Background: an optimization exercise with open tools, aiming at small area and few clock cycles. Do not read the settings as production practice.
At most, simulation tests tie the RTL to the original design; equivalence was not proved.
The RTL of run 1 was laid out without a check of its function.
Power figures rest on the tool's default switching activity, not on a simulated workload.

==> flow/design.v <==
   localparam POS_BITS    = 16;
   localparam LEN_BITS    = 16;
   localparam KIND_BITS   = 5;
   localparam MODE_BITS   = 3;
   localparam QUEUE_DEPTH = 4;
   localparam QPTR_BITS   = 2;
   localparam QCNT_BITS   = 3;
   localparam [7:0] CHAR_QUOTE = 8'h22;
   localparam [7:0] CHAR_SPACE = 8'h20;
   localparam [7:0] CHAR_TAB   = 8'h09;
   localparam [7:0] CHAR_ZERO  = 8'h30;
   localparam [7:0] CHAR_NINE  = 8'h39;
   localparam [7:0] CHAR_X     = 8'h78;
   localparam [7:0] CHAR_B     = 8'h62;
   localparam [KIND_BITS-1:0] KIND_STRING = 5'd21;
   localparam [KIND_BITS-1:0] KIND_SPACES = 5'd22;
   localparam [KIND_BITS-1:0] KIND_TABS   = 5'd23;
   localparam [KIND_BITS-1:0] KIND_WORD   = 5'd24;
   localparam [KIND_BITS-1:0] KIND_NUMBER = 5'd25;
   localparam [MODE_BITS-1:0] MODE_NONE   = 3'd0;
   localparam [MODE_BITS-1:0] MODE_STRING = 3'd1;
   localparam [MODE_BITS-1:0] MODE_SPACES = 3'd2;
   localparam [MODE_BITS-1:0] MODE_TABS   = 3'd3;
   localparam [MODE_BITS-1:0] MODE_WORD   = 3'd4;
   localparam [MODE_BITS-1:0] MODE_NUMBER = 3'd5;
   localparam [MODE_BITS-1:0] MODE_ZERO   = 3'd6;
   localparam ST_BITS = MODE_BITS + POS_BITS + LEN_BITS + POS_BITS;
   localparam RES_BITS = KIND_BITS + POS_BITS + LEN_BITS + 2;
   function automatic [RES_BITS-1:0] make_res(input [KIND_BITS-1:0] kind,
         input [POS_BITS-1:0] start, input [LEN_BITS-1:0] length, input open_string);
      make_res = {kind, start, length, open_string, 1'b0};
   endfunction
   function automatic is_letter(input [7:0] c);
      is_letter = ((c >= 8'h61) && (c <= 8'h7A)) || ((c >= 8'h41) && (c <= 8'h5A));
   endfunction
   function automatic is_digit(input [7:0] c);
      is_digit = (c >= CHAR_ZERO) && (c <= CHAR_NINE);
   endfunction
   function automatic [KIND_BITS:0] single_kind(input [7:0] c);
      case (c)
         8'h2B:   single_kind = {1'b1, 5'd0};
         8'h2D:   single_kind = {1'b1, 5'd1};
         8'h2A:   single_kind = {1'b1, 5'd2};
         8'h3D:   single_kind = {1'b1, 5'd3};
         8'h26:   single_kind = {1'b1, 5'd4};
         8'h2F:   single_kind = {1'b1, 5'd5};
         8'h21:   single_kind = {1'b1, 5'd6};
         8'h25:   single_kind = {1'b1, 5'd7};
         8'h5E:   single_kind = {1'b1, 5'd8};
         8'h28:   single_kind = {1'b1, 5'd9};
         8'h29:   single_kind = {1'b1, 5'd10};
         8'h5B:   single_kind = {1'b1, 5'd11};
         8'h5D:   single_kind = {1'b1, 5'd12};
         8'h7B:   single_kind = {1'b1, 5'd13};
         8'h7D:   single_kind = {1'b1, 5'd14};
         8'h3C:   single_kind = {1'b1, 5'd15};
         8'h3E:   single_kind = {1'b1, 5'd16};
         8'h0A:   single_kind = {1'b1, 5'd17};
         8'h3B:   single_kind = {1'b1, 5'd18};
         8'h2C:   single_kind = {1'b1, 5'd19};
         8'h27:   single_kind = {1'b1, 5'd20};
         default: single_kind = 6'd0;
      endcase
   endfunction
   function automatic extends_run(input [MODE_BITS-1:0] m, input [7:0] c);
      case (m)
         MODE_STRING: extends_run = 1'b1;
         MODE_SPACES: extends_run = (c == CHAR_SPACE);
         MODE_TABS:   extends_run = (c == CHAR_TAB);
         MODE_WORD:   extends_run = is_letter(c);
         MODE_NUMBER: extends_run = is_digit(c);
         MODE_ZERO:   extends_run = is_digit(c) || (c == CHAR_X) || (c == CHAR_B);
         default:     extends_run = 1'b0;
      endcase
   endfunction
   function automatic [KIND_BITS-1:0] mode_kind(input [MODE_BITS-1:0] m);
      case (m)
         MODE_STRING: mode_kind = KIND_STRING;
         MODE_SPACES: mode_kind = KIND_SPACES;
         MODE_TABS:   mode_kind = KIND_TABS;
         MODE_WORD:   mode_kind = KIND_WORD;
         default:     mode_kind = KIND_NUMBER;
      endcase
   endfunction
module source_text_tokenizer_unit (
   input  wire          clock,
   input  wire          reset,
   input  wire          req_tvalid,
   output wire          req_tready,
   input  wire [7:0]    req_tdata,    
   input  wire          req_tlast,    
   output wire          rsp_tvalid,
   input  wire          rsp_tready,
   output wire [71:0]   rsp_tdata,    
   output wire          rsp_tuser,    
   output wire          rsp_tlast     
);
   localparam POS_BITS    = 16;
   localparam LEN_BITS    = 16;
   localparam KIND_BITS   = 5;
   localparam MODE_BITS   = 3;
   localparam QUEUE_DEPTH = 4;
   localparam QPTR_BITS   = 2;
   localparam QCNT_BITS   = 3;
   localparam [7:0] CHAR_QUOTE = 8'h22;
   localparam [7:0] CHAR_SPACE = 8'h20;
   localparam [7:0] CHAR_TAB   = 8'h09;
   localparam [7:0] CHAR_ZERO  = 8'h30;
   localparam [7:0] CHAR_NINE  = 8'h39;
   localparam [7:0] CHAR_X     = 8'h78;
   localparam [7:0] CHAR_B     = 8'h62;
   localparam [KIND_BITS-1:0] KIND_STRING = 5'd21;
   localparam [KIND_BITS-1:0] KIND_SPACES = 5'd22;
   localparam [KIND_BITS-1:0] KIND_TABS   = 5'd23;
   localparam [KIND_BITS-1:0] KIND_WORD   = 5'd24;
   localparam [KIND_BITS-1:0] KIND_NUMBER = 5'd25;
   localparam [MODE_BITS-1:0] MODE_NONE   = 3'd0;
   localparam [MODE_BITS-1:0] MODE_STRING = 3'd1;
   localparam [MODE_BITS-1:0] MODE_SPACES = 3'd2;
   localparam [MODE_BITS-1:0] MODE_TABS   = 3'd3;
   localparam [MODE_BITS-1:0] MODE_WORD   = 3'd4;
   localparam [MODE_BITS-1:0] MODE_NUMBER = 3'd5;
   localparam [MODE_BITS-1:0] MODE_ZERO   = 3'd6;
   localparam ST_BITS = MODE_BITS + POS_BITS + LEN_BITS + POS_BITS;
   localparam RES_BITS = KIND_BITS + POS_BITS + LEN_BITS + 2;
   function automatic [RES_BITS-1:0] make_res(input [KIND_BITS-1:0] kind,
         input [POS_BITS-1:0] start, input [LEN_BITS-1:0] length, input open_string);
      make_res = {kind, start, length, open_string, 1'b0};
   endfunction
   function automatic is_letter(input [7:0] c);
      is_letter = ((c >= 8'h61) && (c <= 8'h7A)) || ((c >= 8'h41) && (c <= 8'h5A));
   endfunction
   function automatic is_digit(input [7:0] c);
      is_digit = (c >= CHAR_ZERO) && (c <= CHAR_NINE);
   endfunction
   function automatic [KIND_BITS:0] single_kind(input [7:0] c);
      case (c)
         8'h2B:   single_kind = {1'b1, 5'd0};
         8'h2D:   single_kind = {1'b1, 5'd1};
         8'h2A:   single_kind = {1'b1, 5'd2};
         8'h3D:   single_kind = {1'b1, 5'd3};
         8'h26:   single_kind = {1'b1, 5'd4};
         8'h2F:   single_kind = {1'b1, 5'd5};
         8'h21:   single_kind = {1'b1, 5'd6};
         8'h25:   single_kind = {1'b1, 5'd7};
         8'h5E:   single_kind = {1'b1, 5'd8};
         8'h28:   single_kind = {1'b1, 5'd9};
         8'h29:   single_kind = {1'b1, 5'd10};
         8'h5B:   single_kind = {1'b1, 5'd11};
         8'h5D:   single_kind = {1'b1, 5'd12};
         8'h7B:   single_kind = {1'b1, 5'd13};
         8'h7D:   single_kind = {1'b1, 5'd14};
         8'h3C:   single_kind = {1'b1, 5'd15};
         8'h3E:   single_kind = {1'b1, 5'd16};
         8'h0A:   single_kind = {1'b1, 5'd17};
         8'h3B:   single_kind = {1'b1, 5'd18};
         8'h2C:   single_kind = {1'b1, 5'd19};
         8'h27:   single_kind = {1'b1, 5'd20};
         default: single_kind = 6'd0;
      endcase
   endfunction
   function automatic extends_run(input [MODE_BITS-1:0] m, input [7:0] c);
      case (m)
         MODE_STRING: extends_run = 1'b1;
         MODE_SPACES: extends_run = (c == CHAR_SPACE);
         MODE_TABS:   extends_run = (c == CHAR_TAB);
         MODE_WORD:   extends_run = is_letter(c);
         MODE_NUMBER: extends_run = is_digit(c);
         MODE_ZERO:   extends_run = is_digit(c) || (c == CHAR_X) || (c == CHAR_B);
         default:     extends_run = 1'b0;
      endcase
   endfunction
   function automatic [KIND_BITS-1:0] mode_kind(input [MODE_BITS-1:0] m);
      case (m)
         MODE_STRING: mode_kind = KIND_STRING;
         MODE_SPACES: mode_kind = KIND_SPACES;
         MODE_TABS:   mode_kind = KIND_TABS;
         MODE_WORD:   mode_kind = KIND_WORD;
         default:     mode_kind = KIND_NUMBER;
      endcase
   endfunction
   localparam [KIND_BITS-1:0] KIND_ZERO = 5'd26;    
   reg  [POS_BITS-1:0]  last_pos_ff;
   reg                  fresh_ff;
   reg  [KIND_BITS-1:0] kind_ff;
   reg  [POS_BITS-1:0]  start_ff;
   reg  [LEN_BITS-1:0]  length_ff;
   reg                  pend_ff;
   wire [7:0]          c    = req_tdata;
   wire                last = req_tlast;
   wire [POS_BITS-1:0] pos  = fresh_ff ? {POS_BITS{1'b0}} : last_pos_ff + 1'b1;
   wire k_zero   = kind_ff[4] && kind_ff[3] && kind_ff[1];
   wire run      = !fresh_ff && kind_ff[4] && (kind_ff[3] || (kind_ff[2] && (kind_ff[1] || kind_ff[0])));
   wire k_string = !kind_ff[3] && !kind_ff[1] &&  kind_ff[0];
   wire k_spaces = !kind_ff[3] &&  kind_ff[1] && !kind_ff[0];
   wire k_tabs   = !kind_ff[3] &&  kind_ff[1] &&  kind_ff[0];
   wire k_word   =  kind_ff[3] && !kind_ff[1] && !kind_ff[0];
   wire k_number =  kind_ff[3] && !kind_ff[1] &&  kind_ff[0];
   wire [KIND_BITS-1:0] o_kind = {kind_ff[4:2], kind_ff[1] && !k_zero, kind_ff[0] || k_zero};
   wire c_letter = is_letter(c);
   wire c_digit  = is_digit(c);
   wire c_quote  = (c == CHAR_QUOTE);
   wire ext = run && ((k_string) ||
                      (k_spaces && c == CHAR_SPACE) ||
                      (k_tabs   && c == CHAR_TAB) ||
                      (k_word   && c_letter) ||
                      (k_number && c_digit) ||
                      (k_zero   && (c_digit || c == CHAR_X || c == CHAR_B)));
   wire close = ext && k_string && c_quote;
   wire [KIND_BITS:0]  sk      = single_kind(c);
   wire [LEN_BITS-1:0] len_inc = (length_ff == {LEN_BITS{1'b1}}) ? length_ff
                                                                 : length_ff + 1'b1;
   reg  [KIND_BITS-1:0] new_kind;
   always @* begin
      if (c_quote)              new_kind = KIND_STRING;
      else if (c == CHAR_SPACE) new_kind = KIND_SPACES;
      else if (c == CHAR_TAB)   new_kind = KIND_TABS;
      else if (c_letter)        new_kind = KIND_WORD;
      else if (c == CHAR_ZERO)  new_kind = KIND_ZERO;
      else if (c_digit)         new_kind = KIND_NUMBER;
      else                      new_kind = 5'd0;
   end
   wire new_run = c_quote || c == CHAR_SPACE || c == CHAR_TAB || c_letter || c_digit;
   wire r_has  = (run && !ext) || close || (ext && last);
   wire r_user = ext && last && !close && k_string;
   wire s_has  = !ext && (sk[KIND_BITS] || (last && new_run));
   assign rsp_tvalid = pend_ff || (req_tvalid && r_has);
   assign req_tready = rsp_tready || (!pend_ff && !r_has);
   wire   accept     = req_tvalid && req_tready;
   always @(posedge clock) begin
      if (reset) begin
         fresh_ff <= 1'b1;
         pend_ff  <= 1'b0;
      end else begin
         if (accept)          pend_ff <= s_has;
         else if (rsp_tready) pend_ff <= 1'b0;
         if (accept)          fresh_ff <= last;
      end
   end
   always @(posedge clock) begin
      if (accept) begin
         last_pos_ff <= pos;
         if (ext) begin
            kind_ff   <= {o_kind[4] && !close, o_kind[3:0]};
            length_ff <= len_inc;
         end else begin
            kind_ff   <= sk[KIND_BITS] ? sk[KIND_BITS-1:0] : new_kind;
            start_ff  <= pos;
            length_ff <= {{(LEN_BITS-1){1'b0}}, 1'b1};
         end
      end
   end
   assign rsp_tdata = {3'b000, {(32 - LEN_BITS){1'b0}}, ext ? len_inc : length_ff,
                       {(32 - POS_BITS){1'b0}}, start_ff, o_kind};
   assign rsp_tuser = pend_ff ? (kind_ff == KIND_STRING) : r_user;
   assign rsp_tlast = pend_ff ? fresh_ff : (last && !s_has);
endmodule
==> flow/run.sh <==
#!/bin/bash
# synth_recipe.tcl (not shown) runs the flow's synth.tcl, then flattens the netlist and writes it again
# the make line also repeats each setting of config.mk as NAME=value (left out here)
make -C /OpenROAD-flow-scripts/flow DESIGN_CONFIG=/design/flow/config.mk WORK_HOME=/design/flow/orfs CLKGATE_MAP_FILE= SYNTH_SCRIPT=/design/flow/synth_recipe.tcl finish
==> flow/config.mk <==
export PLATFORM = sky130hd
export DESIGN_NAME = source_text_tokenizer_unit
export DESIGN_NICKNAME = source_text_tokenizer_unit
export VERILOG_FILES = /design/flow/design.v
export SDC_FILE = /design/flow/constraint.sdc
export NUM_CORES = 4
export LEC_CHECK = 0
export ABC_AREA = 1
export CAP_MARGIN = 20
export CORE_MARGIN = 2
export CORE_UTILIZATION = 40
export SLEW_MARGIN = 20
==> flow/constraint.sdc <==
create_clock -name core_clock -period 6.0 [get_ports {clock}]
set_input_delay 1.2000 -clock core_clock [delete_from_list [all_inputs] [get_ports {clock}]]
set_output_delay 1.2000 -clock core_clock [all_outputs]
set_load 0.01 [all_outputs]
==> impl_metrics.toml, run 1 <==
[global_routing]
grt_util_all_layers = 0.173
grt_max_degree = 26
grt_pass1_wl_um = 14200
grt_util_met2 = 0.286
gr-usage-met3 = 0.0283
antenna_found_initial = 0
top_usage_layer = "met2"
grt_pass1_vias = 2976
overflow = 0
grt_use_met1 = 0.239

[min_path]
hp-class = "reg -> reg"

[finish]
fin_nets = 554
diodes = 0
finalCoreUtilization = 0.477
fillers = 942
area_growth_pct = 15.7
drive_above_1_share = 0.0704

[timing]
rsz0062_at_grt = "false"
fin_crit_sh = 0.860
fin_crit_ps = 5160
skew_ps = 4.65
max_freq_mhz = 194
slew_headroom = 0.521
worst_pin_slew_ps = 717
hold_viol_final = 0
tns_ps = 0
finalMaxSlewViolations = 0
setup-violations-final = 0

[routing]
drc = 0
totalWireLength_um = 8510
vias_per_cell = 4.78
first_iter_violations = 148
antenna_left = 0
drt_first_pass_iters = 4
routedWlPerCell_um = 12.7
num_vias = 3197

[floorplanning]
die_w_um = 102
ios = 89
rows = 35
core-area_um2 = 9240
fp.dieH_um = 102
initial_core_util = 0.413
dieArea_um2 = 10300

[power]
seqPwrFrac = 0.559
powerDensity_nw_per_um2 = 190
p_comb_frac = 0.179
net-switching-power_uw = 242
p_leak_nw = 1.98
clock_power_share = 0.263
p_sw_frac = 0.289
p_int_uw = 596
ir_drop_mv = 0.118

[clocking]
clkTransAtPathRegs_ps = 110
cts_hold_buf = 0
cts_sinks = 55
cts.htree.levels = 2
clk_latency_ps = 310
cts_setup_buffers = 0
cts_root_buf = "clkbuf_8"
cts_resized = 0
cts_tree = "yes"
cts_buffer_depth = 2
numCtsBuffers = 5

[yosys]
syn_area_um2 = 3810
netlist_instances = 487
ys_seq_area_frac = 0.428
synth_cell_types = 45
syn_avg_cell_area_um2 = 7.83
ys_ff_latch = 55
synth_warnings = 1

[place]
hpwlAfterDp_um = 6690
globalplace.congestion = 0.886
io_buffers = 53

[setup_path]
crit_arrival_ps = 3960
crit_fanout = 25
critPathRequiredTime_ps = 4800
worst-r2r-cell-count = 12
r2r_end = "last_pos_ff[10]"
worstSetupEndpoint = "rsp_tdata[40]"
r2r_start = "kind_ff[3]"
endpoint_kind = "output port"
r2r_setup_slack_ps = 3170
criticalPathCategory = "in -> out"
critPathLaunchType = "input pin"
critPathLaunch = "req_tdata[5]"

[status]
status = "complete, no violations"

[flow_run]
max-cap-violations = 0
==> how the worst min path moves through the flow <==
| stage | depth (start not counted) | end | start | slack [ps] |
|---|---|---|---|---|
| finish | 2 | pend_ff | pend_ff | 530 |
| global route | 2 | pend_ff | pend_ff | 540 |
| CTS | 2 | pend_ff | pend_ff | 520 |
| detailed placement | 2 | pend_ff | pend_ff | 500 |
| global placement | 2 | pend_ff | pend_ff | 480 |
| floorplan | 2 | pend_ff | pend_ff | 450 |
==> cells in the mapped netlist (all sizes together) <==
library cell  instances  share of area
xnor2                 2         0.0046
o31ai                 1         0.0033
a31oi                 6         0.0098
a211oi                2         0.0039
mux2i                 1         0.0026
conb                  1        0.00098
nand3b                1         0.0020
nand4                 6         0.0098
o211ai                1         0.0020
and3                  1         0.0016
o2111ai               1         0.0023
a21oi                15          0.020
nor3b                 1         0.0020
or4                   1         0.0020
edfxtp               53           0.42
o22ai                 2         0.0033
a41oi                 1         0.0023
dfxtp                 2          0.010
o21a                  1         0.0020
a21o                  1         0.0020
nor4                  3         0.0049
clkinv                1         0.0013
ha                    2         0.0066
nor2                 70          0.077
nor3                 16          0.027
o21bai                4         0.0079
o21ai                35          0.047
xor2                  5          0.011
inv                  75          0.074
o311ai                1         0.0023
buf                  44          0.087
nand2               103           0.11
nand3                27          0.035
o41ai                 1         0.0043
==> power groups by stage <==
| stage | Sequential (mW) | Combinational [mW] | Clock (mW) |
|---|---|---|---|
| after floorplan | 0.476 | 0.101 | 0 |
| after detailed placement | 0.478 | 0.150 | 0 |
| after global routing | 0.473 | 0.167 | 0.245 |
| after global placement | 0.476 | 0.148 | 0 |
| after CTS | 0.469 | 0.150 | 0.229 |
| final | 0.469 | 0.150 | 0.220 |
==> registers in the layout, indices dropped and copies added, names as in the netlist <==
signal       cells
fresh_ff         1
kind_ff          5
last_pos_ff     16
length_ff       16
pend_ff          1
start_ff        16
==> cell usage in the layout (no fill, tap or decap), types with 5 or more instances in the layout <==
cell / count
nand2_1: 93
inv_1: 72
nor2_1: 62
clkdlybuf4s50_1: 53
edfxtp_1: 53
conb_1: 35
nand3_1: 27
o21ai_0: 25
a21oi_1: 15
nor3_1: 13
o21ai_1: 9
nand2_2: 8
nor2_2: 6
nand4_1: 6
a31oi_1: 6
xor2_1: 5
clkbuf_8: 5
==> layout make-up <==
class	count	area, µm²	share of cell area
Clock inverter	3	27.5	0.00624
Clock buffer	5	68.8	0.0156
Inverter	76	287	0.0649
Multi-Input combinational cell	346	1690	0.383
Timing Repair Buffer	55	546	0.124
Tap cell	129	161	0.0366
Sequential cell	55	1630	0.370
==> per-layer routing <==
metal	part of all wire	up-vias
met5	0	-
met4	0.0029	0
li1	-	1632
met1	0.48	1481
met3	0.035	4
met2	0.49	80
==> metrics by stage <==
step	power [mW]	hold slack (ps)	setup WS, ps	area, µm²	cells
2_1_floorplan	0.578	451	2410	3940	521
3_3_place_gp	0.624	479	902	4320	661
3_5_place_dp	0.627	499	815	4320	661
4_1_cts	0.848	515	817	4410	669
5_1_grt	0.885	544	513	4410	669
6_report	0.839	526	838	4410	669
==> critical path, stage by stage <==
cell and delay [ps]:
clkdlybuf4s50_1 590, nand2_1 120, nor2_2 360, nand3_1 130, nand3_1 100, nor2_1 60, nand2_2 90, nand2_4 170
inv_2 370, nand2_1 130, o21ai_1 100, clkdlybuf4s50_1 540
==> kinds of logic after synthesis <==
| group | synth area share |
|---|---|
| compound gates | 0.112 |
| simple gates | 0.272 |
| mux | 0.00262 |
| buf+inv | 0.162 |
| flops | 0.428 |
| other cells | 0.000983 |
| xor+xnor | 0.0161 |
| fa+ha+maj | 0.00656 |
==> run 2, diff against run 1 <==
--- a/flow/design.v
+++ b/flow/design.v
@@ -179,79 +179,68 @@
          default:     mode_kind = KIND_NUMBER;
       endcase
    endfunction
-   localparam [KIND_BITS-1:0] KIND_ZERO = 5'd26;    
    reg  [POS_BITS-1:0]  last_pos_ff;
    reg                  fresh_ff;
-   reg  [KIND_BITS-1:0] kind_ff;
+   reg  [MODE_BITS-1:0] mode_ff;
    reg  [POS_BITS-1:0]  start_ff;
    reg  [LEN_BITS-1:0]  length_ff;
    reg                  pend_ff;
+   reg  [KIND_BITS-1:0] pend_kind_ff;
    wire [7:0]          c    = req_tdata;
    wire                last = req_tlast;
    wire [POS_BITS-1:0] pos  = fresh_ff ? {POS_BITS{1'b0}} : last_pos_ff + 1'b1;
-   wire k_zero   = kind_ff[4] && kind_ff[3] && kind_ff[1];
-   wire run      = !fresh_ff && kind_ff[4] && (kind_ff[3] || (kind_ff[2] && (kind_ff[1] || kind_ff[0])));
-   wire k_string = !kind_ff[3] && !kind_ff[1] &&  kind_ff[0];
-   wire k_spaces = !kind_ff[3] &&  kind_ff[1] && !kind_ff[0];
-   wire k_tabs   = !kind_ff[3] &&  kind_ff[1] &&  kind_ff[0];
-   wire k_word   =  kind_ff[3] && !kind_ff[1] && !kind_ff[0];
-   wire k_number =  kind_ff[3] && !kind_ff[1] &&  kind_ff[0];
-   wire [KIND_BITS-1:0] o_kind = {kind_ff[4:2], kind_ff[1] && !k_zero, kind_ff[0] || k_zero};
-   wire c_letter = is_letter(c);
-   wire c_digit  = is_digit(c);
-   wire c_quote  = (c == CHAR_QUOTE);
-   wire ext = run && ((k_string) ||
-                      (k_spaces && c == CHAR_SPACE) ||
-                      (k_tabs   && c == CHAR_TAB) ||
-                      (k_word   && c_letter) ||
-                      (k_number && c_digit) ||
-                      (k_zero   && (c_digit || c == CHAR_X || c == CHAR_B)));
-   wire close = ext && k_string && c_quote;
+   wire                run     = (mode_ff != MODE_NONE);
+   wire                ext     = run && extends_run(mode_ff, c);
+   wire                close   = ext && (mode_ff == MODE_STRING) && (c == CHAR_QUOTE);
    wire [KIND_BITS:0]  sk      = single_kind(c);
    wire [LEN_BITS-1:0] len_inc = (length_ff == {LEN_BITS{1'b1}}) ? length_ff
                                                                  : length_ff + 1'b1;
-   reg  [KIND_BITS-1:0] new_kind;
+   reg  [MODE_BITS-1:0] new_mode;
    always @* begin
-      if (c_quote)              new_kind = KIND_STRING;
-      else if (c == CHAR_SPACE) new_kind = KIND_SPACES;
-      else if (c == CHAR_TAB)   new_kind = KIND_TABS;
-      else if (c_letter)        new_kind = KIND_WORD;
-      else if (c == CHAR_ZERO)  new_kind = KIND_ZERO;
-      else if (c_digit)         new_kind = KIND_NUMBER;
-      else                      new_kind = 5'd0;
+      if (c == CHAR_QUOTE)      new_mode = MODE_STRING;
+      else if (c == CHAR_SPACE) new_mode = MODE_SPACES;
+      else if (c == CHAR_TAB)   new_mode = MODE_TABS;
+      else if (is_letter(c))    new_mode = MODE_WORD;
+      else if (c == CHAR_ZERO)  new_mode = MODE_ZERO;
+      else if (is_digit(c))     new_mode = MODE_NUMBER;
+      else                      new_mode = MODE_NONE;
    end
-   wire new_run = c_quote || c == CHAR_SPACE || c == CHAR_TAB || c_letter || c_digit;
    wire r_has  = (run && !ext) || close || (ext && last);
-   wire r_user = ext && last && !close && k_string;
-   wire s_has  = !ext && (sk[KIND_BITS] || (last && new_run));
+   wire r_user = ext && last && !close && (mode_ff == MODE_STRING);
+   wire s_has  = !ext && (sk[KIND_BITS] || (last && new_mode != MODE_NONE));
+   wire [KIND_BITS-1:0] s_kind = sk[KIND_BITS] ? sk[KIND_BITS-1:0] : mode_kind(new_mode);
    assign rsp_tvalid = pend_ff || (req_tvalid && r_has);
    assign req_tready = rsp_tready || (!pend_ff && !r_has);
    wire   accept     = req_tvalid && req_tready;
    always @(posedge clock) begin
       if (reset) begin
          fresh_ff <= 1'b1;
+         mode_ff  <= MODE_NONE;
          pend_ff  <= 1'b0;
       end else begin
          if (accept)          pend_ff <= s_has;
          else if (rsp_tready) pend_ff <= 1'b0;
-         if (accept)          fresh_ff <= last;
+         if (accept) begin
+            fresh_ff <= last;
+            if (last || close)      mode_ff <= MODE_NONE;
+            else if (ext)           mode_ff <= (mode_ff == MODE_ZERO) ? MODE_NUMBER : mode_ff;
+            else if (sk[KIND_BITS]) mode_ff <= MODE_NONE;
+            else                    mode_ff <= new_mode;
+         end
       end
    end
    always @(posedge clock) begin
       if (accept) begin
-         last_pos_ff <= pos;
-         if (ext) begin
-            kind_ff   <= {o_kind[4] && !close, o_kind[3:0]};
-            length_ff <= len_inc;
-         end else begin
-            kind_ff   <= sk[KIND_BITS] ? sk[KIND_BITS-1:0] : new_kind;
-            start_ff  <= pos;
-            length_ff <= {{(LEN_BITS-1){1'b0}}, 1'b1};
-         end
+         last_pos_ff  <= pos;
+         if (!ext) start_ff <= pos;
+         length_ff    <= ext ? len_inc : {{(LEN_BITS-1){1'b0}}, 1'b1};
+         pend_kind_ff <= s_kind;
       end
    end
-   assign rsp_tdata = {3'b000, {(32 - LEN_BITS){1'b0}}, ext ? len_inc : length_ff,
+   wire [KIND_BITS-1:0] o_kind  = pend_ff ? pend_kind_ff : mode_kind(mode_ff);
+   wire [LEN_BITS-1:0]  o_len   = ext ? len_inc : length_ff;
+   assign rsp_tdata = {3'b000, {(32 - LEN_BITS){1'b0}}, o_len,
                        {(32 - POS_BITS){1'b0}}, start_ff, o_kind};
-   assign rsp_tuser = pend_ff ? (kind_ff == KIND_STRING) : r_user;
+   assign rsp_tuser = pend_ff ? (pend_kind_ff == KIND_STRING) : r_user;
    assign rsp_tlast = pend_ff ? fresh_ff : (last && !s_has);
 endmodule
--- a/flow/config.mk
+++ b/flow/config.mk
@@ -5,7 +5,6 @@
 export SDC_FILE = /design/flow/constraint.sdc
 export NUM_CORES = 4
 export LEC_CHECK = 0
-export ABC_AREA = 1
 export CAP_MARGIN = 20
 export CORE_MARGIN = 2
 export CORE_UTILIZATION = 40
==> run 2 against run 1 <==
  * Highest routed layer unchanged
  * Still clean on timing, DRC and antenna
  * Area after synthesis increased by 6.7%
  * First-iteration DRC count increased by 43%
  * Final cell count decreased by 8.7%
  * Critical path type unchanged
==> impl_metrics.toml, run 2 <==
[clocking]
cts_sinks = 58
clkTransAtPathRegs_ps = 60
cts_resized = 0
cts.htree.levels = 3
numCtsBuffers = 9
cts_tree = "yes"
cts_setup_buffers = 0
clk_latency_ps = 340
cts_hold_buf = 0
cts_root_buf = "clkbuf_8"
cts_buffer_depth = 2

[finish]
area_growth_pct = 18.6
drive_above_1_share = 0.100
final_cell_mix = "clkdlybuf4s50_1, edfxtp_1, nor2_1"
fillers = 971
final_area_um2 = 4820
top_regs = "last_pos_ff x16, length_ff x16, start_ff x16"
diodes = 0
fin_nets = 489

[yosys]
yosys-top-cells-area = "edfxtp_1, buf_4, nor2_1, xor2_1, nand2_1"
dominantRegCellSynth = "edfxtp_1"
ys_top_cells_by_count = "edfxtp_1, nor2_1, buf_4"
synth_cell_types = 70
synth_fa_ha_area_frac = 0.00615
yosysTopAreaCell = "edfxtp_1"
synth_warnings = 1
ys_seq_area_frac = 0.416
syn_avg_cell_area_um2 = 9.62
synth.top_cell.area_share = 0.391
synth_xor_area_frac = 0.0732
synth_top_family_by_area = "simple AND/OR/NAND/NOR gates"
synth-compound-area-share = 0.137
syn_area_um2 = 4070
synthMuxAreaShare = 0.0255
ys_ff_latch = 58
synth-simple-area-share = 0.237
netlist_instances = 423
ys_async_sr_fraction = 0
synth_edf_count = 53
synth.most_common_cell = "edfxtp_1"

[setup_path]
worst-path-buf-inv = 3
crit_path_max_incr_delay_ps = 590
criticalPathCategory = "in -> out"
critPathLaunchType = "input pin"
crit_slowest_cell = "or4_4"
endpoint_kind = "output port"
worstPathCellList = "clkdlybuf4s50_1 -> or4_4 -> o311a_1 -> a31oi_4 -> a2bb2oi_4 -> buf_4 -> nor3_2 -> mux2_1 -> clkdlybuf4s50_1"
critPathTopFamily = "buffers and inverters"
crit_fanout = 27
worst_path_most_repeated_cell = "clkdlybuf4s50_1"
crit_arrival_ps = 4330
critPathRequiredTime_ps = 4800

[timing]
rsz0062_at_grt = "false"
fin_crit_sh = 0.922
fin_crit_ps = 5530
worst_pin_slew_ps = 686
fin_ws_ps = 469
slew_headroom = 0.542
skew_ps = 5.69
finalMaxSlewViolations = 0
max_freq_mhz = 181
tns_ps = 0
hold_viol_final = 0
setup-violations-final = 0

[power]
p_leak_nw = 1.73
ir_drop_mv = 0.103
p_total_mw = 1.05
seqPwrFrac = 0.475
p_int_uw = 782
net-switching-power_uw = 267
p_sw_frac = 0.255
powerDensity_nw_per_um2 = 217
clock_power_share = 0.363
p_comb_frac = 0.162

[floorplanning]
core-area_um2 = 9820
initial_core_util = 0.414
fp.dieH_um = 105
ios = 89
rows = 36
die_w_um = 105
dieArea_um2 = 11000

[global_routing]
antenna_found_initial = 0
grt_pass1_wl_um = 14200
grt_pass1_vias = 2974
grt_util_all_layers = 0.161
overflow = 0
grt_max_degree = 28

[flow_run]
max-cap-violations = 0

[routing]
routedWlPerCell_um = 14.3
num_vias = 3233
drt_first_pass_iters = 4
antenna_left = 0
vias_per_cell = 5.29
first_iter_violations = 211
drc = 0
totalWireLength_um = 8710

[min_path]
hp-class = "reg -> reg"

[place]
hpwlAfterDp_um = 6520
globalplace.congestion = 0.864
placed_area_um2 = 4620
dp_slack_ps = 472
io_buffers = 53

[status]
status = "complete, no violations"
## run 2: layout make-up
class,instances,area (µm²),share of cell area
Multi-Input combinational cell,329,2090,0.433
Tap cell,133,166,0.0345
Inverter,8,30.0,0.00622
Sequential cell,58,1690,0.351
Timing Repair Buffer,68,643,0.133
Clock inverter,6,82.6,0.0171
Clock buffer,9,124,0.0257
## run 2: routing by layer
metal  up-vias  share of wire  global-route usage
li1       1571              -                   -
met1      1537           0.44               0.204
met4         0          0.022              0.0733
met2       107           0.49               0.264
met5         -              0                   0
met3        18          0.054              0.0324
## run 2: final timing paths
kind	startpoint	endpoint	slack (ps)	cells after the start
min	last_pos_ff[0]	start_ff[0]	600	1
max reg2reg	length_ff[0]	length_ff[11]	3520	8
min reg2reg	last_pos_ff[0]	start_ff[0]	600	1
max	req_tdata[7]	rsp_tdata[51]	470	9
## run 2: cell families after synthesis
group	after synthesis
and+or+nand+nor	178
AOI/OAI and AO/OA	70
buffers and inverters	70
DFF	58
xor gates and xnor gates	34
muxes	10
adders and majority gates	2
other	1
## run 2: power by group through the flow
| stage | logic (mW) | clock network, mW | registers, mW |
|---|---|---|---|
| 6_report | 0.169 | 0.381 | 0.498 |
| 5_1_grt | 0.184 | 0.407 | 0.503 |
| 4_1_cts | 0.170 | 0.389 | 0.498 |
| 3_5_place_dp | 0.169 | 0 | 0.507 |
| 3_3_place_gp | 0.168 | 0 | 0.506 |
| 2_1_floorplan | 0.117 | 0 | 0.503 |
## run 2: worst reg2reg max path, delay by kind of cell, from the launching register on
family | cells | cell delay (ps)
simple gates | 5 | 1100
flops | 1 | 470
fa+ha+maj | 1 | 300
buf+inv | 1 | 190
xor+xnor | 1 | 170
## run 2: per-stage QoR
stage / instances / util / hold WS [ps]
detailed placement: 596 / 0.470 / 598
global placement: 596 / 0.470 / 584
finish: 611 / 0.491 / 604
global route: 611 / 0.491 / 619
CTS: 611 / 0.491 / 607
floorplan: 457 / - / 555
Testbench counts of run 2, summed over its fixed seeds: cycles 20,435.
==> run 3, diff against run 2 <==
--- a/flow/design.v
+++ b/flow/design.v
@@ -179,68 +179,108 @@
          default:     mode_kind = KIND_NUMBER;
       endcase
    endfunction
-   reg  [POS_BITS-1:0]  last_pos_ff;
+   localparam [KIND_BITS-1:0] KIND_ZERO   = 5'd26;    
+   localparam [KIND_BITS-1:0] KIND_CLOSED = 5'd29;    
    reg                  fresh_ff;
-   reg  [MODE_BITS-1:0] mode_ff;
+   reg                  pend_ff;
+   reg  [KIND_BITS-1:0] kind_ff;
    reg  [POS_BITS-1:0]  start_ff;
    reg  [LEN_BITS-1:0]  length_ff;
-   reg                  pend_ff;
-   reg  [KIND_BITS-1:0] pend_kind_ff;
+   reg                  sat_ff;
    wire [7:0]          c    = req_tdata;
    wire                last = req_tlast;
-   wire [POS_BITS-1:0] pos  = fresh_ff ? {POS_BITS{1'b0}} : last_pos_ff + 1'b1;
-   wire                run     = (mode_ff != MODE_NONE);
-   wire                ext     = run && extends_run(mode_ff, c);
-   wire                close   = ext && (mode_ff == MODE_STRING) && (c == CHAR_QUOTE);
+   wire [POS_BITS-1:0] pos_sum;
+   wire [POS_BITS:0]   pos_cy;
+   wire [3:0]          pos_g = start_ff[3:0] & length_ff[3:0];
+   wire [3:0]          pos_p = start_ff[3:0] | length_ff[3:0];
+   assign pos_cy[0] = 1'b0;
+   genvar gi;
+   generate
+      for (gi = 0; gi < POS_BITS; gi = gi + 1) begin : g_pos
+         assign pos_sum[gi] = start_ff[gi] ^ length_ff[gi] ^ pos_cy[gi];
+         if (gi == 3) begin : g_look
+            assign pos_cy[gi+1] = pos_g[3] | (pos_p[3] & (pos_g[2] | (pos_p[2] &
+                                  (pos_g[1] | (pos_p[1] & pos_g[0])))));
+         end else begin : g_ripple
+            assign pos_cy[gi+1] = (start_ff[gi] & length_ff[gi]) |
+                                  (pos_cy[gi] & (start_ff[gi] ^ length_ff[gi]));
+         end
+      end
+   endgenerate
+   wire [POS_BITS-1:0] pos  = fresh_ff ? {POS_BITS{1'b0}} : pos_sum;
+   wire k_closed = kind_ff[4] && kind_ff[3] && kind_ff[2];
+   wire k_zero   = kind_ff[4] && kind_ff[3] && kind_ff[1];
+   wire run      = !fresh_ff && kind_ff[4] &&
+                   (kind_ff[3] ? !kind_ff[2] : (kind_ff[2] && (kind_ff[1] || kind_ff[0])));
+   wire k_string = !kind_ff[3] && !kind_ff[1] &&  kind_ff[0];
+   wire k_spaces = !kind_ff[3] &&  kind_ff[1] && !kind_ff[0];
+   wire k_tabs   = !kind_ff[3] &&  kind_ff[1] &&  kind_ff[0];
+   wire k_word   =  kind_ff[3] && !kind_ff[1] && !kind_ff[0];
+   wire k_number =  kind_ff[3] && !kind_ff[1] &&  kind_ff[0];
+   wire [KIND_BITS-1:0] o_kind = {kind_ff[4], kind_ff[3] && !k_closed, kind_ff[2],
+                                  kind_ff[1] && !k_zero, kind_ff[0] || k_zero};
+   wire c_letter = is_letter(c);
+   wire c_digit  = is_digit(c);
+   wire c_quote  = (c == CHAR_QUOTE);
+   wire ext = run && ((k_string) ||
+                      (k_spaces && c == CHAR_SPACE) ||
+                      (k_tabs   && c == CHAR_TAB) ||
+                      (k_word   && c_letter) ||
+                      (k_number && c_digit) ||
+                      (k_zero   && (c_digit || c == CHAR_X || c == CHAR_B)));
+   wire close = ext && k_string && c_quote;
    wire [KIND_BITS:0]  sk      = single_kind(c);
-   wire [LEN_BITS-1:0] len_inc = (length_ff == {LEN_BITS{1'b1}}) ? length_ff
-                                                                 : length_ff + 1'b1;
-   reg  [MODE_BITS-1:0] new_mode;
+   wire [LEN_BITS-1:0] len_inc;
+   wire [LEN_BITS:0]   len_cy;
+   assign len_cy[0] = 1'b1;
+   generate
+      for (gi = 0; gi < LEN_BITS; gi = gi + 1) begin : g_len
+         assign len_inc[gi]  = length_ff[gi] ^ len_cy[gi];
+         assign len_cy[gi+1] = length_ff[gi] & len_cy[gi];
+      end
+   endgenerate
+   reg  [KIND_BITS-1:0] new_kind;
    always @* begin
-      if (c == CHAR_QUOTE)      new_mode = MODE_STRING;
-      else if (c == CHAR_SPACE) new_mode = MODE_SPACES;
-      else if (c == CHAR_TAB)   new_mode = MODE_TABS;
-      else if (is_letter(c))    new_mode = MODE_WORD;
-      else if (c == CHAR_ZERO)  new_mode = MODE_ZERO;
-      else if (is_digit(c))     new_mode = MODE_NUMBER;
-      else                      new_mode = MODE_NONE;
+      if (c_quote)              new_kind = KIND_STRING;
+      else if (c == CHAR_SPACE) new_kind = KIND_SPACES;
+      else if (c == CHAR_TAB)   new_kind = KIND_TABS;
+      else if (c_letter)        new_kind = KIND_WORD;
+      else if (c == CHAR_ZERO)  new_kind = KIND_ZERO;
+      else if (c_digit)         new_kind = KIND_NUMBER;
+      else                      new_kind = 5'd0;
    end
-   wire r_has  = (run && !ext) || close || (ext && last);
-   wire r_user = ext && last && !close && (mode_ff == MODE_STRING);
-   wire s_has  = !ext && (sk[KIND_BITS] || (last && new_mode != MODE_NONE));
-   wire [KIND_BITS-1:0] s_kind = sk[KIND_BITS] ? sk[KIND_BITS-1:0] : mode_kind(new_mode);
-   assign rsp_tvalid = pend_ff || (req_tvalid && r_has);
-   assign req_tready = rsp_tready || (!pend_ff && !r_has);
+   wire new_run = c_quote || c == CHAR_SPACE || c == CHAR_TAB || c_letter || c_digit;
+   wire r_now  = run && !ext;
+   wire keep   = ext ? (close || last) : (sk[KIND_BITS] || (last && new_run));
+   assign rsp_tvalid = pend_ff || (req_tvalid && r_now);
+   assign req_tready = rsp_tready || (!pend_ff && !r_now);
    wire   accept     = req_tvalid && req_tready;
    always @(posedge clock) begin
       if (reset) begin
          fresh_ff <= 1'b1;
-         mode_ff  <= MODE_NONE;
          pend_ff  <= 1'b0;
       end else begin
-         if (accept)          pend_ff <= s_has;
+         if (accept)          pend_ff <= keep;
          else if (rsp_tready) pend_ff <= 1'b0;
-         if (accept) begin
-            fresh_ff <= last;
-            if (last || close)      mode_ff <= MODE_NONE;
-            else if (ext)           mode_ff <= (mode_ff == MODE_ZERO) ? MODE_NUMBER : mode_ff;
-            else if (sk[KIND_BITS]) mode_ff <= MODE_NONE;
-            else                    mode_ff <= new_mode;
-         end
+         if (accept)          fresh_ff <= last;
       end
    end
    always @(posedge clock) begin
       if (accept) begin
-         last_pos_ff  <= pos;
-         if (!ext) start_ff <= pos;
-         length_ff    <= ext ? len_inc : {{(LEN_BITS-1){1'b0}}, 1'b1};
-         pend_kind_ff <= s_kind;
+         if (ext) begin
+            kind_ff   <= close ? KIND_CLOSED : o_kind;
+            length_ff <= len_inc;
+            sat_ff    <= sat_ff || (&len_inc);
+         end else begin
+            kind_ff   <= sk[KIND_BITS] ? sk[KIND_BITS-1:0] : new_kind;
+            start_ff  <= pos;
+            length_ff <= {{(LEN_BITS-1){1'b0}}, 1'b1};
+            sat_ff    <= 1'b0;
+         end
       end
    end
-   wire [KIND_BITS-1:0] o_kind  = pend_ff ? pend_kind_ff : mode_kind(mode_ff);
-   wire [LEN_BITS-1:0]  o_len   = ext ? len_inc : length_ff;
-   assign rsp_tdata = {3'b000, {(32 - LEN_BITS){1'b0}}, o_len,
+   assign rsp_tdata = {3'b000, {(32 - LEN_BITS){1'b0}}, length_ff | {LEN_BITS{sat_ff}},
                        {(32 - POS_BITS){1'b0}}, start_ff, o_kind};
-   assign rsp_tuser = pend_ff ? (pend_kind_ff == KIND_STRING) : r_user;
-   assign rsp_tlast = pend_ff ? fresh_ff : (last && !s_has);
+   assign rsp_tuser = pend_ff && (kind_ff == KIND_STRING);
+   assign rsp_tlast = pend_ff ? fresh_ff : (last && !keep);
 endmodule
==> flow/flow/run.sh (new file) <==
#!/bin/bash
# The standard layout (standard.sh, unchanged synthesis), with three
# changes made through ORFS's own hooks and variables:
#  - port buffers use the smallest buffer cell (buffer_ports -buffer_cell);
#  - the constant outputs share one tie cell instead of one tie cell each
#    (merge_ties.tcl, run at the end of floorplan);
#  - CTS inserts no dummy loads.
# The full make output goes to standard.log here; ORFS's per-step logs are
# under orfs/logs/.
set -euo pipefail
here="$(cd "$(dirname "$0")" && pwd)"
cd "$here/.."
export BUFFER_PORTS_ARGS="-buffer_cell sky130_fd_sc_hd__buf_1"
export POST_FLOORPLAN_TCL="$here/merge_ties.tcl"
export CTS_ARGS="-sink_clustering_enable -repair_clock_nets -dont_use_dummy_load"
bash standard.sh > standard.log 2>&1
==> flow/flow/merge_ties.tcl (new file) <==
# Let one tie cell drive every net tied to the same constant: move the loads
# (ports and cell pins) of every other tie cell's net onto the first tie
# cell's net, then delete the emptied tie cells and nets.
set block [ord::get_db_block]
foreach {tie_pin} {LO HI} {
  set keep_net ""
  set merged 0
  foreach inst [$block getInsts] {
    if { [[$inst getMaster] getName] ne "sky130_fd_sc_hd__conb_1" } { continue }
    set iterm [$inst findITerm $tie_pin]
    set net [$iterm getNet]
    if { $net eq "NULL" } { continue }
    if { $keep_net eq "" } {
      set keep_net $net
      continue
    }
    foreach bterm [$net getBTerms] {
      $bterm disconnect
      $bterm connect $keep_net
    }
    foreach load [$net getITerms] {
      if { [$load getInst] eq $inst } { continue }
      $load disconnect
      $load connect $keep_net
    }
    # leave the tie cell only if it still drives the other constant
    $iterm disconnect
    odb::dbNet_destroy $net
    set other [$inst findITerm [expr { $tie_pin eq "LO" ? "HI" : "LO" }]]
    if { [$other getNet] eq "NULL" } {
      odb::dbInst_destroy $inst
    }
    incr merged
  }
  puts "merge_ties: $tie_pin: merged $merged tie nets into [expr { $keep_net eq "" ? "none" : [$keep_net getName] }]"
}
==> flow/standard.sh (new file) <==
#!/bin/bash
# synth_recipe.tcl (not shown) runs the flow's synth.tcl, then flattens the netlist and writes it again
# the make line also repeats each setting of config.mk as NAME=value (left out here)
make -C /OpenROAD-flow-scripts/flow DESIGN_CONFIG=/design/flow/config.mk WORK_HOME=/design/flow/orfs CLKGATE_MAP_FILE= SYNTH_SCRIPT=/design/flow/synth_recipe.tcl "${@:-finish}"
removed: flow/run.sh
==> run 3 against run 2 <==
  * Non-clock buffer count fell by 7
  * Highest routed layer unchanged
  * Clock-buffer cell count fell by 4
  * Synthesized cell count fell by 16%
  * Wire length fell by 19%
  * Critical path type is now reg -> reg
  * Still clean
  * Hold slack improved by 60 ps
==> impl_metrics.toml, run 3 <==
[timing]
setup-violations-final = 0
fin_crit_ps = 5800
max_freq_mhz = 172
skew_ps = 14.0
fin_crit_sh = 0.967
hold_viol_final = 0
slew_headroom = 0.530
holdWs_ps = 664
tns_ps = 0
worst_pin_slew_ps = 705
finalMaxSlewViolations = 0

[yosys]
synth_warnings = 1
syn_area_um2 = 3490
synth_cell_types = 69
synth_edf_count = 38
ys_seq_area_frac = 0.338
netlist_instances = 355
ys_ff_latch = 40
ys_top_cells_by_count = "buf_4, edfxtp_1, nor2_1, nor2b_1"
syn_avg_cell_area_um2 = 9.84
dominantRegCellSynth = "edfxtp_1"
ys_async_sr_fraction = 0
synth.top_cell.area_share = 0.327
yosysTopAreaCell = "edfxtp_1"
yosys-top-cells-area = "edfxtp_1, buf_4, fa_1, ha_1, nor2b_1"

[min_path]
hp-class = "reg -> reg"

[finish]
fillers = 876
final_common_cell = "buf_1"
drive_above_1_share = 0.139
layout.cells.non_filler = 475
final_cell_mix = "buf_1, edfxtp_1, nor2_1, nor2b_1"
register_area_um2 = 1180
fin_nets = 415
area_growth_pct = 3.51
diodes = 0
multi_input_area_um2 = 1920
top_regs = "length_ff x16, start_ff x16, kind_ff x5"
final_area_um2 = 3620

[floorplanning]
die_w_um = 97.5
initial_core_util = 0.407
ios = 89
fp.dieH_um = 97.5
core-area_um2 = 8590
rows = 34
dieArea_um2 = 9500

[clocking]
cts_hold_buf = 0
cts_root_buf = "clkbuf_8"
cts_sinks = 40
clk_latency_ps = 290
cts.htree.levels = 2
clkTransAtPathRegs_ps = 80
cts_tree = "yes"
numCtsBuffers = 5
cts_buffer_depth = 2

[routing]
totalWireLength_um = 7100
drc = 0
m1WireLength_um = 3310
vias_per_cell = 5.28
first_iter_violations = 162
wl_met2_um = 3250
met3_wirelength_um = 462
drt_first_pass_iters = 4
routed.top_layer = "met4"
antenna_left = 0
routedWlPerCell_um = 14.9
num_vias = 2507

[power]
p_total_uw = 679
net-switching-power_uw = 208
clock_power_share = 0.237
ir_drop_mv = 0.0871
seqPwrFrac = 0.524
p_sw_frac = 0.306
powerDensity_nw_per_um2 = 188
p_int_uw = 471
p_leak_nw = 1.39
p_comb_frac = 0.239

[flow_run]
max-cap-violations = 0

[status]
status = "complete, no violations"

[global_routing]
grt_pass1_vias = 2425
grt_pass1_wl_um = 12100
grt_max_degree = 36
antenna_found_initial = 0
grt_util_all_layers = 0.153
overflow = 0

[place]
hpwlAfterDp_um = 5370
io_buffers = 53
dpl.cell_count = 470
globalplace.congestion = 0.871
placed_area_um2 = 3520

[setup_path]
criticalPathCategory = "reg -> reg"
critPathRequiredTime_ps = 6030
critPathLaunchType = "register"
endpoint_kind = "register"
crit_arrival_ps = 5830
crit_fanout = 2
-- run 3: cells by family (layout without fill, tap and decap cells) --
kind of cell | Yosys count | after routing | share of synthesized area
fa+ha+maj | 33 | 33 | 0.146
xor+xnor | 4 | 4 | 0.0100
compound gates | 55 | 55 | 0.123
other cells | 1 | 1 | 0.00107
flops | 40 | 40 | 0.338
simple gates | 149 | 149 | 0.248
buf+inv | 69 | 81 | 0.121
mux | 4 | 4 | 0.0122
-- run 3: timing repair --
item                                    CTS  global route
gates resized for setup                   2             7
endpoints found under the setup margin    1             1
pin swaps                                 0             1
hold endpoints to repair                  0             0
setup buffers                             0             0
-- run 3: area by class of cell --
class                      count  share of cell area
inverter                      15              0.0156
sequential                    40               0.327
clock buffer                   5              0.0190
timing repair buffer          61              0.0716
multi-input combinational    246               0.530
tap                          108              0.0374
-- run 3: worst max-delay path: stages (launching register included) --
cell and delay (ps):
edfxtp_1 400, ha_1 210, inv_1 70, fa_2 200
nor2_1 50, nor2_1 100, o21bai_1 90, fa_2 350
fa_1 380, fa_2 360, fa_2 350, fa_2 350
fa_1 390, fa_1 390, fa_1 390, fa_2 350
fa_2 350, fa_2 410, xor2_2 160, xnor2_1 140
nor2_1 50
-- run 3: stage by stage --
stage	setup WS, ps	utilization
5_1_grt	-9.33	0.421
6_report	197	0.421
3_3_place_gp	32.5	0.410
2_1_floorplan	189	-
4_1_cts	39.7	0.418
3_5_place_dp	-34.8	0.410
-- run 3: power by group through the flow --
stage / sequential, mW / clock, mW / combinational, mW
global placement: 0.361 / 0 / 0.158
detailed placement: 0.362 / 0 / 0.159
global route: 0.361 / 0.181 / 0.184
floorplan: 0.358 / 0 / 0.131
CTS: 0.356 / 0.166 / 0.160
finish: 0.356 / 0.161 / 0.162
-- run 3: path summary, 6_finish.rpt --
| check | startpoint | end | slack, ps | cells after the start |
|---|---|---|---|---|
| setup / recovery | start_ff[0] | start_ff[15] | 200 | 20 |
| hold / removal | start_ff[15] | start_ff[15] | 660 | 2 |
| setup reg to reg | start_ff[0] | start_ff[15] | 200 | 20 |
| hold reg to reg | start_ff[15] | start_ff[15] | 660 | 2 |
-- run 3: metal layers --
metal | global-route usage | up-vias
li1 | - | 1253
met1 | 0.223 | 1176
met2 | 0.245 | 73
met3 | 0.0216 | 5
met4 | 0.0288 | 0
met5 | 0 | -
Testbench counts of run 3, summed over its fixed seeds: cycles 20,441.

port drivers added, routing unchanged:
The flow's constraints put no driver on any port. The routed layouts listed below were extracted and timed again, unchanged, in two steps. Step 1 assumes that a clkbuf_16 drives the clock port and a buf_2 every other input. Step 2 adds t to the input delays and takes it off the output delays; t is the mean of the earliest and latest rising clock arrival at the registers after step 1. Input paths then give back, and output paths get back, about the clock's delay inside the block. a / b / c = ideal ports / drivers / drivers and shift; a / b = the first two.
| run | t, ns | slack for setup (ns) | cell pins on the clock port's net |
|---|---|---|---|
| run 1 | 0.337 | 0.838 / 0.813 / 0.813 | 1 |
| run 2 | 0.366 | 0.469 / 0.445 / 0.445 | 1 |
| run 3 | 0.311 | 0.197 / 0.197 / 0.197 | 1 |
After both steps setup and hold are still met in every run listed. The setup slack of run 1, which loses most, moves by -0.025 ns with the drivers and by -0.025 ns with both steps.
